What follows belongs to an exercise in optimizing a design on an open flow for small area, a short achievable clock period and few clock cycles per item; a production flow would make more cautious choices. Only simulation tests tie the RTL to the original design; equivalence was not proved.

--- flow/run.sh ---
#!/bin/bash
# synth_recipe.tcl (not shown) runs the flow's synth.tcl, then flattens the netlist and writes it again
# the make line also repeats each setting of config.mk as NAME=value (left out here)
make -C /OpenROAD-flow-scripts/flow DESIGN_CONFIG=/design/flow/config.mk WORK_HOME=/design/flow/orfs CLKGATE_MAP_FILE= SYNTH_SCRIPT=/design/flow/synth_recipe.tcl finish
--- flow/config.mk ---
export PLATFORM = sky130hd
export DESIGN_NAME = md_unit
export DESIGN_NICKNAME = md_unit
export VERILOG_FILES = /design/flow/design.v
export SDC_FILE = /design/flow/constraint.sdc
export NUM_CORES = 4
export LEC_CHECK = 0
export CAP_MARGIN = 20
export CORE_MARGIN = 2
export CORE_UTILIZATION = 30
export SETUP_SLACK_MARGIN = 4
export SLEW_MARGIN = 20
--- flow/constraint.sdc ---
create_clock -name core_clock -period 80.0 [get_ports {clk}]
set_input_delay 16.0000 -clock core_clock [delete_from_list [all_inputs] [get_ports {clk}]]
set_output_delay 16.0000 -clock core_clock [all_outputs]
set_load 0.01 [all_outputs]
--- flow/design.v ---
package md_unit_pkg;
  localparam int CNT_W = 5;
  localparam bit MADD_EN = 1'b1;
  localparam logic [3:0] MD_NONE  = 4'd0;
  localparam logic [3:0] MD_MULT  = 4'd1;
  localparam logic [3:0] MD_MULTU = 4'd2;
  localparam logic [3:0] MD_DIV   = 4'd3;
  localparam logic [3:0] MD_DIVU  = 4'd4;
  localparam logic [3:0] MD_MTHI  = 4'd5;
  localparam logic [3:0] MD_MTLO  = 4'd6;
  localparam logic [3:0] MD_MFHI  = 4'd7;
  localparam logic [3:0] MD_MFLO  = 4'd8;
  localparam logic [3:0] MD_MADD  = 4'd9;
  localparam logic [3:0] MD_MADDU = 4'd10;
  localparam logic [3:0] MD_MSUB  = 4'd11;
  localparam logic [3:0] MD_MSUBU = 4'd12;
  function automatic logic md_is_acc(
    input logic [3:0] op
  );
    md_is_acc = MADD_EN &&
      (op == MD_MADD || op == MD_MADDU ||
       op == MD_MSUB || op == MD_MSUBU);
  endfunction
  function automatic logic md_is_mul(
    input logic [3:0] op
  );
    md_is_mul = (op == MD_MULT || op == MD_MULTU);
  endfunction
  function automatic logic md_is_div(
    input logic [3:0] op
  );
    md_is_div = (op == MD_DIV || op == MD_DIVU);
  endfunction
  function automatic logic md_is_run(
    input logic [3:0] op
  );
    md_is_run = (op == MD_MULT || op == MD_MULTU ||
                 op == MD_DIV  || op == MD_DIVU) ||
      (MADD_EN &&
       (op == MD_MADD || op == MD_MADDU ||
        op == MD_MSUB || op == MD_MSUBU));
  endfunction
  function automatic logic md_is_signed(
    input logic [3:0] op
  );
    md_is_signed = (op == MD_MULT || op == MD_DIV ||
                    op == MD_MADD || op == MD_MSUB);
  endfunction
  function automatic logic md_is_sub(
    input logic [3:0] op
  );
    md_is_sub = (op == MD_MSUB || op == MD_MSUBU);
  endfunction
  function automatic logic md_is_class(
    input logic [3:0] op
  );
    md_is_class = (op == MD_MULT || op == MD_MULTU ||
                   op == MD_DIV  || op == MD_DIVU ||
                   op == MD_MTHI || op == MD_MTLO ||
                   op == MD_MFHI || op == MD_MFLO) ||
      (MADD_EN &&
       (op == MD_MADD || op == MD_MADDU ||
        op == MD_MSUB || op == MD_MSUBU));
  endfunction
endpackage
module md_calc
#(
  parameter int WIDTH = 32
) (
  input  logic [3:0]       op,
  input  logic [WIDTH-1:0] a,
  input  logic [WIDTH-1:0] b,
  input  logic [WIDTH-1:0] hi,
  input  logic [WIDTH-1:0] lo,
  output logic [WIDTH-1:0] hi_n,
  output logic [WIDTH-1:0] lo_n
);
  localparam int W2 = 2 * WIDTH;
  logic             sgn;
  logic             a_neg;
  logic             b_neg;
  logic             b_zero;
  logic             div_ok;
  logic             div_z;
  logic             mul_op;
  logic [WIDTH-1:0] a_mag;
  logic [WIDTH-1:0] b_mag;
  logic [WIDTH-1:0] q_mag;
  logic [WIDTH-1:0] r_mag;
  logic [WIDTH-1:0] quo;
  logic [WIDTH-1:0] rem;
  logic [W2-1:0]    p_mag;
  logic [W2-1:0]    prod;
  assign sgn    = md_unit_pkg::md_is_signed(op);
  assign a_neg  = sgn & a[WIDTH-1];
  assign b_neg  = sgn & b[WIDTH-1];
  assign a_mag  = a_neg ? -a : a;
  assign b_mag  = b_neg ? -b : b;
  assign b_zero = (b == '0);
  assign p_mag = {{WIDTH{1'b0}}, a_mag} *
                 {{WIDTH{1'b0}}, b_mag};
  assign prod  = (a_neg ^ b_neg) ? -p_mag : p_mag;
  assign q_mag = b_zero ? '0 : a_mag / b_mag;
  assign r_mag = b_zero ? '0 : a_mag % b_mag;
  assign quo   = (a_neg ^ b_neg) ? -q_mag : q_mag;
  assign rem   = a_neg ? -r_mag : r_mag;
  assign div_ok = md_unit_pkg::md_is_div(op) & ~b_zero;
  assign div_z  = md_unit_pkg::md_is_div(op) & b_zero;
  assign mul_op = md_unit_pkg::md_is_mul(op);
  logic          acc_op;
  logic [W2-1:0] acc;
  assign acc_op = md_unit_pkg::md_is_acc(op);
  assign acc    = md_unit_pkg::md_is_sub(op) ?
                  {hi, lo} - prod :
                  {hi, lo} + prod;
  always_comb begin
    {hi_n, lo_n} = {hi, lo};
    unique case (1'b1)
      div_ok:  {hi_n, lo_n} = {rem, quo};
      div_z:   {hi_n, lo_n} = {hi, lo};
      mul_op:  {hi_n, lo_n} = prod;
      acc_op:  {hi_n, lo_n} = acc;
      default: {hi_n, lo_n} = {hi, lo};
    endcase
  end
endmodule
module md_unit
#(
  parameter int WIDTH       = 32,
  parameter int MULT_CYCLES = 5,
  parameter int DIV_CYCLES  = 10
) (
  input  logic             clk,
  input  logic             reset,
  input  logic             start,
  input  logic             flush,
  input  logic [3:0]       MD_op,
  input  logic [WIDTH-1:0] A,
  input  logic [WIDTH-1:0] B,
  output logic             busy,
  output logic             stall,
  output logic [WIDTH-1:0] HI,
  output logic [WIDTH-1:0] LO
);
  typedef enum logic {
    IDLE = 1'b0,
    RUN  = 1'b1
  } state_e;
  localparam logic [md_unit_pkg::CNT_W-1:0] MC =
    md_unit_pkg::CNT_W'(MULT_CYCLES);
  localparam logic [md_unit_pkg::CNT_W-1:0] DC =
    md_unit_pkg::CNT_W'(DIV_CYCLES);
  localparam logic [md_unit_pkg::CNT_W-1:0] ONE =
    md_unit_pkg::CNT_W'(1);
  state_e           state;
  state_e           state_n;
  logic [md_unit_pkg::CNT_W-1:0] cnt;
  logic [md_unit_pkg::CNT_W-1:0] cnt_n;
  logic             load;
  logic [3:0]       op_q;
  logic [WIDTH-1:0] a_q;
  logic [WIDTH-1:0] b_q;
  logic [WIDTH-1:0] hi_q;
  logic [WIDTH-1:0] lo_q;
  logic [WIDTH-1:0] hi_n;
  logic [WIDTH-1:0] lo_n;
  logic [WIDTH-1:0] c_hi;
  logic [WIDTH-1:0] c_lo;
  md_calc #(
    .WIDTH(WIDTH)
  ) u_calc (
    .op   (op_q),
    .a    (a_q),
    .b    (b_q),
    .hi   (hi_q),
    .lo   (lo_q),
    .hi_n (c_hi),
    .lo_n (c_lo)
  );
  assign busy  = (state == RUN);
  assign stall = busy |
                 (start & md_unit_pkg::md_is_class(MD_op));
  assign HI    = hi_q;
  assign LO    = lo_q;
  always_ff @(posedge clk or posedge reset) begin
    if (reset) begin
      state <= IDLE;
      cnt   <= '0;
    end else begin
      state <= state_n;
      cnt   <= cnt_n;
    end
  end
  always_comb begin
    state_n = state;
    cnt_n   = cnt;
    load    = 1'b0;
    hi_n    = hi_q;
    lo_n    = lo_q;
    unique case (state)
      IDLE: begin
        if (start && !flush) begin
          if (md_unit_pkg::md_is_run(MD_op)) begin
            state_n = RUN;
            load    = 1'b1;
            cnt_n   = md_unit_pkg::md_is_div(MD_op) ? DC : MC;
          end else if (MD_op == md_unit_pkg::MD_MTHI) begin
            hi_n = A;
          end else if (MD_op == md_unit_pkg::MD_MTLO) begin
            lo_n = A;
          end
        end
      end
      RUN: begin
        if (flush) begin
          state_n = IDLE;
          cnt_n   = '0;
        end else if (cnt == ONE) begin
          state_n = IDLE;
          cnt_n   = '0;
          hi_n    = c_hi;
          lo_n    = c_lo;
        end else begin
          cnt_n = cnt - ONE;
        end
      end
      default: begin
        state_n = IDLE;
        cnt_n   = '0;
      end
    endcase
  end
  always_ff @(posedge clk or posedge reset) begin
    if (reset) begin
      op_q <= '0;
      a_q  <= '0;
      b_q  <= '0;
    end else if (load) begin
      op_q <= MD_op;
      a_q  <= A;
      b_q  <= B;
    end
  end
  always_ff @(posedge clk or posedge reset) begin
    if (reset) begin
      hi_q <= '0;
      lo_q <= '0;
    end else begin
      hi_q <= hi_n;
      lo_q <= lo_n;
    end
  end
endmodule
==> impl_metrics.yaml <==
synth:
  ys_seq_elements: 138
  syn_avg_cell_area_um2: 7.44
  synth_top_cell_area_share_pct: 22.0
  synth_edf_count: 0
  async_flop_share_pct: 100
  synth_ff_type: "dfrtp_1"
  ys_seq_area_share_pct: 4.23
  synthTopCellsByArea: "fa_1 22%, ha_1 13%, nand2_1 7.1%"
  synthCells: 10988
  synth_cell_types: 116
  syn_nets: 12827
  synth_warnings: 2
  syn_area_um2: 81700
  yosysTopAreaCell: "fa_1"
drt:
  drcViolationCount: 0
  ant_nets: 0
  routed.top_layer: "met5"
  routedWlPerCell_um: 27.7
  vias_per_cell: 5.87
  dr.pass1.iters: 8
  vias: 88010
  dr_wl_met3_um: 41800
  drt_iter0_drc: 9865
  m1WireLength_um: 164000
  wirelength_um: 414000
  route.met2.wl_um: 174000
min_path:
  hold_end: "hi_q[8]"
  holdPathStages: 2
  hp-start: "hi_q[8]"
  hold_class: "reg2reg"
grt:
  grt_usage_pct: 28.8
  first_global_vias: 84531
  grt_remaining_overflow: 0
  antenna_found_initial: 24
  grt_pass1_wl_um: 593000
  grt_max_degree: 65
cts:
  clk_latency_ps: 570
  cts_tree: "done"
  cts_buffers: 25
  clock_path_buffers: 3
  cts-htree-levels: 4
  clkTransAtPathRegs_ps: 80
  cts.root.buffer_cell: "clkbuf_16"
  cts_sinks: 138
setup_path:
  path_common_cell: "ha_1"
  critical_path_required_ps: 80420
  crit_type: "reg2reg"
  startpoint_type: "flip-flop"
  r2r_slack_ps: 5920
  max_stage_delay_ps: 670
  worstPathArrival_ps: 74500
  crit_fanout: 23
  ff2ff_path_depth: 326
  r2r-end: "hi_q[31]"
  endpoint_kind: "flip-flop"
  r2r-start: "b_q[0]"
  cp_slowest_cell: "nor4_1"
floorplan:
  die_h_um: 526
  dieWidth_um: 526
  core_area_um2: 271000
  initial_utilization_pct: 30.2
  ioPinCount: 138
  num_rows: 191
  dieArea_um2: 277000
placed_design:
  placed_area_um2: 90800
  pre_cts_slack_ps: -2670
  port_buffers: 137
  dp_hpwl_um: 328000
  gp_congestion: 1.09
run:
  drv_cap: 0
sta:
  setup_viol: 0
  postLayoutSetupSlackWorst_ps: 5920
  finalCriticalPeriod_ps: 74080
  drv_slew: 0
  finalCritPeriodShare_pct: 92.6
  worst_clock_skew_ps: 34.4
  slew_headroom_pct: 16.6
  hold_slack_ps: 546
  finalHoldViolCount: 0
  max_freq_mhz: 13.5
  worst_slew_pin_slew_ps: 1250
  grt_setup_unrepaired: "yes"
final_layout:
  finalNetCount: 13237
  synthToLayoutAreaGrowth_pct: 16.3
  drive_gt1_share_pct: 13.0
  stdcell_area_um2: 95000
run_status:
  outcome: "no timing/DRC/antenna violations"
[critical path: cells and delay by family (launching register included)]
kind | cells | cell delay, ps
AOI/OAI and AO/OA | 152 | 32660
and+or+nand+nor | 98 | 23020
adders and majority gates | 32 | 10020
buffers and inverters | 38 | 6270
muxes | 5 | 1190
DFF | 1 | 490
xor gates and xnor gates | 1 | 110
[synth_stat cells, types with 145 or more instances]
cell	count
nand2_1	1552
inv_1	1184
nor2_1	1063
fa_1	898
ha_1	869
a21oi_1	719
o21ai_0	465
xnor2_1	425
clkbuf_1	401
xor2_1	258
a21o_1	243
nor3_1	240
nand3_1	195
a31oi_1	145
[metal layers]
layer / vias to the layer above / track usage (%)
met5: - / 0
met4: 22 / 19.0
met3: 1190 / 5.75
met1: 43212 / 37.2
met2: 4878 / 43.5
li1: 38708 / -
[flip-flops by register name (all words and copies together) (netlist names)]
| name | flops |
|---|---|
| state | 1 |
| lo_q | 32 |
| b_q | 32 |
| a_q | 32 |
| cnt | 5 |
| hi_q | 32 |
| op_q | 4 |
[cells in the final DEF, fill, tap and decap left out, types with 137 or more instances in the layout]
| master | netlist | routed |
|---|---|---|
| a21oi_1 | 719 | 664 |
| nor3_1 | 240 | 221 |
| nor2_1 | 1063 | 1025 |
| buf_4 | 2 | 690 |
| o21ai_0 | 465 | 413 |
| xor2_1 | 258 | 244 |
| ha_1 | 869 | 850 |
| clkdlybuf4s50_1 | 0 | 137 |
| fa_1 | 898 | 898 |
| inv_1 | 1184 | 1170 |
| xnor2_1 | 425 | 415 |
| nand2_1 | 1552 | 1538 |
| a21o_1 | 243 | 243 |
| nand3_1 | 195 | 190 |
[per-stage QoR]
step | cells | TNS, ps | util, %
after floorplan | 10988 | 0 | -
after global placement | 14804 | -122220 | 33.5
after detailed placement | 14805 | -94200 | 33.5
after CTS | 14863 | 0 | 34.1
after global routing | 14976 | 0 | 35.1
final | 14986 | 0 | 35.1
[logic make-up (layout without fill, tap and decap cells)]
family | count (synthesis) | in the layout | share of synthesized area [%]
mux | 133 | 133 | 1.78
flops | 138 | 138 | 4.23
xor+xnor | 687 | 687 | 7.41
compound gates | 2660 | 2660 | 21.5
other cells | 0 | 14 | 0
simple gates | 3920 | 3921 | 22.0
fa+ha+maj | 1767 | 1767 | 35.3
buf+inv | 1683 | 2096 | 7.79
[how the worst max path moves through the flow]
stage / from / endpoint / slack [ps] / depth (start not counted)
2_1_floorplan: b_q[0] / hi_q[31] / 4010 / 349
3_3_place_gp: b_q[0] / hi_q[31] / -3140 / 333
3_5_place_dp: b_q[0] / hi_q[31] / -2670 / 333
4_1_cts: b_q[3] / hi_q[31] / 4000 / 348
5_1_grt: a_q[1] / hi_q[19] / 3380 / 346
6_report: b_q[0] / hi_q[31] / 5920 / 326
[timing repair]
item	in CTS	in global routing
pin swaps	27	125
hold buffers	0	0
resized for setup	166	375
setup buffers	26	105
setup endpoints to repair	64	64
gates cloned	1	3
[area by class of cell]
class                      count  area (um2)
antenna                       14        35.0
clock buffer                  28         647
clock inverter                 3        40.0
fill                       28863      176000
inverter                    1204        4530
multi-input combinational   9168       74700
sequential                   138        3470
tap                         3570        4470
timing repair buffer         861        7100
Testbench counts, summed over its fixed seeds: cycles 15,718, ops 2,400.

==> separate check: timing with driven ports <==
In the flow no input, the clock included, has a driving cell. The finished layout below was timed again as built, in two steps.
Step 1 sets driving cells, clkbuf_16 on the clock port and buf_2 on the other inputs (assumed; they add their load-dependent delay and slew).
Step 2 moves the port delays by t, midway between the first and last clock arrival at a register: inputs arrive t later, outputs are due t later. That takes back most of the time a late clock gives input paths.
a / b / c = ideal / step 1 / step 2; a / b = the first two.
t, ns: 0.613
slack for setup (ns): 5.918 / 5.918 / 5.918
worst setup path at the end: register to register
clock arrival spread, ns: 0.035 / 0.034
worst data-port slew with drivers (ns): 0.16
After both steps setup and hold are still met in this run. For this run, drivers alone change the setup slack by 0.000 ns; drivers and shift together by 0.000 ns.
